What follows belongs to an exercise in optimizing a design on an open flow for small area, a short achievable clock period and few clock cycles per item; a production flow would make more cautious choices. Only the layout flow was run in this run; the RTL was not checked for function there. Power and IR drop assume default switching activity.

==> flow/design.v <==
package ssb_pkg;
    localparam int DIV_STEPS = 23;
    localparam int DIV_CNT_W = $clog2(DIV_STEPS);
    localparam int MUL_STEPS = 16;
    localparam int MAG_STEPS = 5;
    localparam logic [4:0] MAG_MULT = 5'd25;
    localparam logic [15:0] WEIGHT_RESET = 16'd6554;
endpackage
module slip_skid_ball_filter (
    input  logic        clk,
    input  logic        rst_n,
    input  logic        in_valid,
    output logic        in_ready,
    input  logic signed [15:0] lateral_accel,
    input  logic signed [15:0] vertical_accel,
    output logic        out_valid,
    input  logic        out_ready,
    output logic signed [23:0] ball_position,
    output logic [5:0]  sign_code,
    output logic [15:0] magnitude_hundredths,
    input  logic        cfg_wr_en,
    input  logic [15:0] cfg_wr_data
);
    logic                          d_busy;
    logic [4:0]                    d_cnt;       
    logic                          b_mul;       
    logic                          b_mag;       
    logic [3:0]                    b_cnt;
    logic                          out_valid_reg;
    logic [15:0]        weight_reg;
    logic signed [23:0] smooth_reg;
    logic               d_neg;
    logic [15:0]        d_vload;       
    logic [15:0]        d_rem;         
    logic [22:0]        d_low;         
    logic               b_neg;         
    logic [22:0]        b_qx;
    logic               b_bit;         
    logic signed [24:0] b_acc;
    logic               lat_s;
    logic [15:0]        lat_x;
    logic [18:0]        lat_mag10;
    logic [15:0]        vload_in;
    logic d_last, b_free, b_mul_last, b_mag_last, handoff, commit;
    logic [15:0]        st_trial, st_rem;
    logic               st_q;
    logic signed [24:0] op;
    logic signed [25:0] acc_sum;
    logic signed [24:0] acc_next;
    logic               next_bit;
    assign d_last     = d_busy && (d_cnt == 5'd23);
    assign b_mul_last = b_mul && (b_cnt == 4'(ssb_pkg::MUL_STEPS - 1));
    assign b_mag_last = b_mag && (b_cnt == 4'(ssb_pkg::MAG_STEPS - 1));
    assign b_free     = !(b_mul || b_mag) && !out_valid_reg;
    assign handoff    = d_last && b_free;
    assign commit     = b_mul_last && !out_valid_reg;
    assign in_ready   = !d_busy || handoff;
    always_comb
    begin
        lat_s     = lateral_accel[15];
        lat_x     = lateral_accel ^ {16{lat_s}};
        lat_mag10 = {d_low[15:0], 3'b000} + {2'b00, d_low[15:0], 1'b0}
                  + {15'd0, d_neg, 1'b0, d_neg, 1'b0};
        vload_in  = (vertical_accel <= -16'sd4096) ? vertical_accel : 16'hF000;
    end
    always_comb
    begin
        st_trial = {d_rem[14:0], d_low[22]};
        st_rem   = st_trial + (d_vload ^ {16{d_rem[15]}}) + {15'd0, d_rem[15]};
        st_q     = ~st_rem[15];
    end
    always_comb
    begin
        if (b_bit)
            op = {{2{b_neg & b_mul}}, b_qx ^ {23{b_neg}}};
        else if (b_mul)
            op = {smooth_reg[23], smooth_reg};
        else
            op = '0;
        acc_sum  = {b_acc[24], b_acc} + {op[24], op} + {25'd0, b_bit & b_neg};
        acc_next = acc_sum[25:1];
        if (b_mul)
            next_bit = weight_reg[b_cnt + 4'd1];
        else
            next_bit = ssb_pkg::MAG_MULT[b_cnt + 4'd1];
    end
    always_ff @(posedge clk or negedge rst_n)
    begin
        if (!rst_n)
        begin
            d_busy        <= 1'b0;
            d_cnt         <= '0;
            b_mul         <= 1'b0;
            b_mag         <= 1'b0;
            b_cnt         <= '0;
            out_valid_reg <= 1'b0;
            weight_reg    <= ssb_pkg::WEIGHT_RESET;
            smooth_reg    <= '0;
        end
        else
        begin
            if (in_ready)
            begin
                d_busy <= in_valid;
                d_cnt  <= '0;
            end
            else if (!d_last)
                d_cnt <= d_cnt + 1'b1;
            if (handoff)
            begin
                b_mul <= 1'b1;
                b_mag <= 1'b0;
                b_cnt <= '0;
            end
            else if (commit)
            begin
                b_mul <= 1'b0;
                b_mag <= 1'b1;
                b_cnt <= '0;
            end
            else if (b_mag_last)
                b_mag <= 1'b0;
            else if ((b_mul && !b_mul_last) || b_mag)
                b_cnt <= b_cnt + 1'b1;
            if (commit)
                smooth_reg <= acc_next[23:0];
            if (b_mag_last)
                out_valid_reg <= 1'b1;
            else if (out_ready)
                out_valid_reg <= 1'b0;
            if (cfg_wr_en)
                weight_reg <= cfg_wr_data;
        end
    end
    always_ff @(posedge clk)
    begin
        if (in_ready)
        begin
            d_neg   <= lat_s;
            d_vload <= vload_in;
            d_low   <= {7'd0, lat_x};
        end
        else if (d_busy && d_cnt == 5'd0)
        begin
            d_rem   <= {4'd0, lat_mag10[18:7]};
            d_low   <= {lat_mag10[6:0], 16'd0};
        end
        else if (d_busy && !(d_last && !handoff))
        begin
            d_rem <= st_rem;
            d_low <= {d_low[21:0], st_q};
        end
        if (handoff)
        begin
            b_neg <= d_neg;
            b_qx  <= {d_low[21:0], st_q};
            b_bit <= weight_reg[0];
            b_acc <= {smooth_reg[23], smooth_reg} + 25'sd32768;
        end
        else if (commit)
        begin
            b_neg <= acc_next[23];
            b_qx  <= acc_next[22:0];
            b_bit <= ssb_pkg::MAG_MULT[0];
            b_acc <= '0;
        end
        else if ((b_mul && !b_mul_last) || b_mag)
        begin
            b_bit <= next_bit;
            b_acc <= acc_next;
        end
    end
    assign out_valid            = out_valid_reg;
    assign ball_position        = smooth_reg;
    assign sign_code            = smooth_reg[23] ? 6'd45 : 6'd43;
    assign magnitude_hundredths = {2'b00, b_acc[22:9]};
endmodule
==> flow/run.sh <==
#!/bin/bash
# synth_recipe.tcl (not shown) runs the flow's synth.tcl, then flattens the netlist and writes it again
# the make line also repeats each setting of config.mk as NAME=value (left out here)
make -C /OpenROAD-flow-scripts/flow DESIGN_CONFIG=/design/flow/config.mk WORK_HOME=/design/flow/orfs CLKGATE_MAP_FILE= SYNTH_SCRIPT=/design/flow/synth_recipe.tcl finish
==> flow/config.mk <==
export PLATFORM = sky130hd
export DESIGN_NAME = slip_skid_ball_filter
export DESIGN_NICKNAME = slip_skid_ball_filter
export VERILOG_FILES = /design/flow/design.v
export SDC_FILE = /design/flow/constraint.sdc
export NUM_CORES = 4
export LEC_CHECK = 0
export CAP_MARGIN = 20
export CORE_MARGIN = 2
export CORE_UTILIZATION = 40
export SLEW_MARGIN = 20
==> flow/constraint.sdc <==
create_clock -name core_clock -period 8.0 [get_ports {clk}]
set_input_delay 1.6000 -clock core_clock [delete_from_list [all_inputs] [get_ports {clk}]]
set_output_delay 1.6000 -clock core_clock [all_outputs]
set_load 0.01 [all_outputs]
==> run_results.csv <==
group,metric,value,unit
outcome,status,"no timing/DRC/antenna violations",
cts,clock-root-buffer,"clkbuf_16",
sta,slew_headroom,0.373,
floorplanning,core_area,0.0260,mm2
cts,cts_buffer_depth,2,
synthesis,syn_area_per_cell,9.91,um2
final_layout,final_area,0.0123,mm2
sta,finalCritPeriodShare,0.631,
synthesis,yosys.area.top_type_share,0.281,
drt,num_vias,8071,
job,cap_violations,0,
sta,fmax,0.198,GHz
final_layout,final_layout_size_suffix_gt1_frac,0.0903,
synthesis,syn-cell-area,0.0106,mm2
setup_path,path_max_fanout,56,
synthesis,ys.flop_type,"edfxtp_1",
power_and_ir_drop,power_frac_seq,0.271,
grt,grt_max_degree,57,
cts,cts_max_level,4,
drt,wl_per_cell,17.7,um
power_and_ir_drop,power,0.00655,W
place,port_buffers,94,
drt,routed_wl,26100,um
synthesis,ys_seq_area_frac,0.420,
power_and_ir_drop,leakagePower,5.00,nW
power_and_ir_drop,p_sw_frac,0.444,
setup_path,r2r-start,"b_mul$_DFFE_PN0P_",
setup_path,cp_data_required_time,6.40,ns
drt,routed_via_density,5.46,
synthesis,yosysWarningCount,1,
setup_path,r2r_cells,15,
sta,whs,0.491,ns
floorplanning,num_io_pins,101,
cts,insertion_delay,0.43,ns
synthesis,synth_most_common_cell,"nand2_1",
final_layout,layout.nets,1258,
cts,cts-buffers-inserted,17,
grt,grt_pass1_wl,42100,um
power_and_ir_drop,power_density,533,mW/mm2
final_layout,synthToLayoutAreaGrowth,16.2,%
setup_path,critPathArrivalTime,3.44,ns
synthesis,postSynth.asyncResetShare,0.333,
synthesis,synthCells,1068,
place,numPlacedInstances,1443,
power_and_ir_drop,p_int,0.00364,W
power_and_ir_drop,p_sw,0.00291,W
sta,skew,0.0120,ns
worst_hold_path,hp-start,"d_low[18]$_SDFFE_PN0N_",
synthesis,synth-edff-count,99,
setup_path,startpoint_type,"flop",
setup_path,endpoint_kind,"output pin",
cts,cts_setup_buffers,0,
final_layout,seq_area,0.00445,mm2
floorplanning,die-area,0.0278,mm2
grt,antenna_found_initial,2,
synthesis,synth_area_leaders,"edfxtp_1 28%, dfrtp_1 11%, ha_1 8.8%",
floorplanning,die_x,167,um
worst_hold_path,whs_endpoint,"d_low[18]$_SDFFE_PN0N_",
cts,cts.repair.resized,0,
synthesis,synth_top_area_cell,"edfxtp_1",
sta,period_needed,5.04,ns
sta,finalMaxSlewViolations,0,
synthesis,synth-seq-cells,159,
grt,grt_usage,0.190,
final_layout,multi_input_area,0.00570,mm2
setup_path,regToRegSetupSlack,3.93,ns
cts,clk_pin_slew_worst_paths,0.07,ns
worst_hold_path,worstHoldPathType,"flop to flop",
synthesis,synth_cell_type_count,75,
cts,cts_tree,"yes",
setup_path,rr_endpoint,"b_neg$_DFFE_PP_",
cts,hold_buffers,0,
grt,grt_pass1_vias,7909,
final_layout,stdcell_count,1478,
drt,antenna_left,0,
floorplanning,rows,59,
place,dp_hpwl,18900,um
power_and_ir_drop,clock_power_share,0.125,
power_and_ir_drop,ir_drop,0.210,mV
drt,drcViolationCount,0,
sta,rsz0062_at_grt,"false",
synthesis,synth_commonest_cells,"134 x nand2_1, 99 x edfxtp_1, 87 x a21oi_1, 74 x ha_1, 63 x xor2_1",
grt,grt_remaining_overflow,0,
sta,hold_viol,0,
final_layout,fillCellCount,2444,
drt,drt_first_pass_iters,5,
floorplanning,initial_core_util,0.407,
power_and_ir_drop,pwr-share-comb,0.604,
sta,fin_setup_tns,0,ns
floorplanning,fp.dieH,167,um
place,placedInstanceArea,0.0117,mm2
drt,drt-initial-drc-count,603,
sta,setup_violations,0,
final_layout,largest_reg_flops,25,
worst_hold_path,worstHoldPathCells,2,
setup_path,path_class,"flop to output pin",
cts,cts_sinks,159,
place,gp_congestion,0.935,
sta,tightest_slew,0.937,ns
-- layout make-up --
class	count	share of cell area
clock buffer	19	0.0369
clock inverter	13	0.0103
timing repair buffer	106	0.0851
multi-input combinational	818	0.463
inverter	26	0.00794
antenna	2	0.000407
sequential	159	0.362
tap	335	0.0341
-- critical path, cell delays in order, from the launching register on --
cell             delay [ns]
dfrtp_1                0.49
nor2b_1                0.27
nand4_2                0.25
or2_2                  0.65
nand2_2                0.16
buf_4                  0.51
clkdlybuf4s50_1        0.65
-- worst max path at each step --
stage	startpoint	endpoint	slack, ns
floorplan	b_mul$_DFFE_PN0P_	b_neg$_DFFE_PP_	4.46
global placement	b_mul$_DFFE_PN0P_	in_ready	3.48
detailed placement	d_busy$_DFFE_PN0N_	in_ready	3.42
CTS	d_busy$_DFFE_PN0N_	in_ready	2.94
global route	d_busy$_DFFE_PN0N_	in_ready	2.69
finish	d_busy$_DFFE_PN0N_	in_ready	2.96
-- per-layer routing --
metal  wire length [um]  global-route usage
met5                  0                   0
met1              12200               0.255
met4                507              0.0551
met3                850              0.0273
met2              12500               0.319
-- cells by family (layout without fill, tap and decap cells) --
group	count (synthesis)	in the layout	share of synthesized area
and+or+nand+nor	303	303	0.133
DFF	159	159	0.420
other	2	9	0.000710
muxes	33	33	0.0364
buffers and inverters	96	164	0.0434
xor gates and xnor gates	111	111	0.0919
AOI/OAI and AO/OA	287	287	0.181
adders and majority gates	77	77	0.0932
-- power by group through the flow --
stage / Sequential [W] / Combinational, W / Clock (W)
4_1_cts: 0.00178 / 0.00395 / 0.000830
5_1_grt: 0.00182 / 0.00443 / 0.000862
6_report: 0.00177 / 0.00396 / 0.000819
3_3_place_gp: 0.00179 / 0.00389 / 0
2_1_floorplan: 0.00167 / 0.00301 / 0
3_5_place_dp: 0.00179 / 0.00394 / 0
-- placed cells by master (no fill, tap or decap), types with 4 or more instances in the layout --
| master | Yosys | final |
|---|---|---|
| a211oi_1 | 7 | 7 |
| a21o_1 | 15 | 15 |
| a21oi_1 | 87 | 87 |
| a22o_1 | 38 | 38 |
| a31oi_1 | 11 | 11 |
| and2_1 | 13 | 13 |
| and3_1 | 6 | 6 |
| buf_4 | 23 | 11 |
| clkbuf_16 | 0 | 18 |
| clkdlybuf4s50_1 | 0 | 93 |
| clkinvlp_4 | 0 | 4 |
| conb_1 | 2 | 7 |
| dfrtp_1 | 46 | 46 |
| dfstp_2 | 7 | 7 |
| dfxtp_1 | 7 | 7 |
| edfxtp_1 | 99 | 99 |
| ha_1 | 74 | 74 |
| inv_1 | 25 | 25 |
| inv_6 | 0 | 5 |
| mux2_2 | 24 | 24 |
| mux2i_1 | 7 | 7 |
| nand2_1 | 134 | 133 |
| nand2b_1 | 14 | 14 |
| nand3_1 | 20 | 20 |
| nand4_1 | 10 | 10 |
| nor2_1 | 59 | 59 |
| nor2b_1 | 9 | 9 |
| nor3_1 | 16 | 16 |
| nor4_1 | 6 | 6 |
| o21a_1 | 8 | 8 |
| o21ai_0 | 54 | 54 |
| o21ai_1 | 10 | 10 |
| o21bai_1 | 7 | 7 |
| o22ai_1 | 7 | 7 |
| o31ai_1 | 5 | 5 |
| xnor2_1 | 48 | 48 |
| xor2_1 | 63 | 63 |
-- stage by stage --
stage / util / setup slack [ns]
after CTS: 0.472 / 2.94
after global placement: 0.450 / 3.48
after detailed placement: 0.450 / 3.42
final: 0.473 / 2.96
after global routing: 0.473 / 2.69
after floorplan: - / 4.46

## afterwards: timing with drivers on the ports
No port has a modelled driver above. Below, the same layout with a new extraction and two added sets of constraints. Step 1 sets driving cells, clkbuf_16 on the clock port and buf_2 on the other inputs (assumed; they add their load-dependent delay and slew). Step 2 times the ports against the registers' clock, not the clock port: input delays grow and output delays shrink by t, the midpoint of the rising clock arrivals with the driver on. Three values: ideal, step 1, step 2; two values: the first two.
t (ns): 0.472
setup slack, ns: 2.955 / 2.907 / 3.379
worst hold slack (ns): 0.491 / 0.491 / 0.491
After both steps setup and hold are still met in this run. The setup slack of this run moves by -0.048 ns with the drivers and by +0.424 ns with both steps.
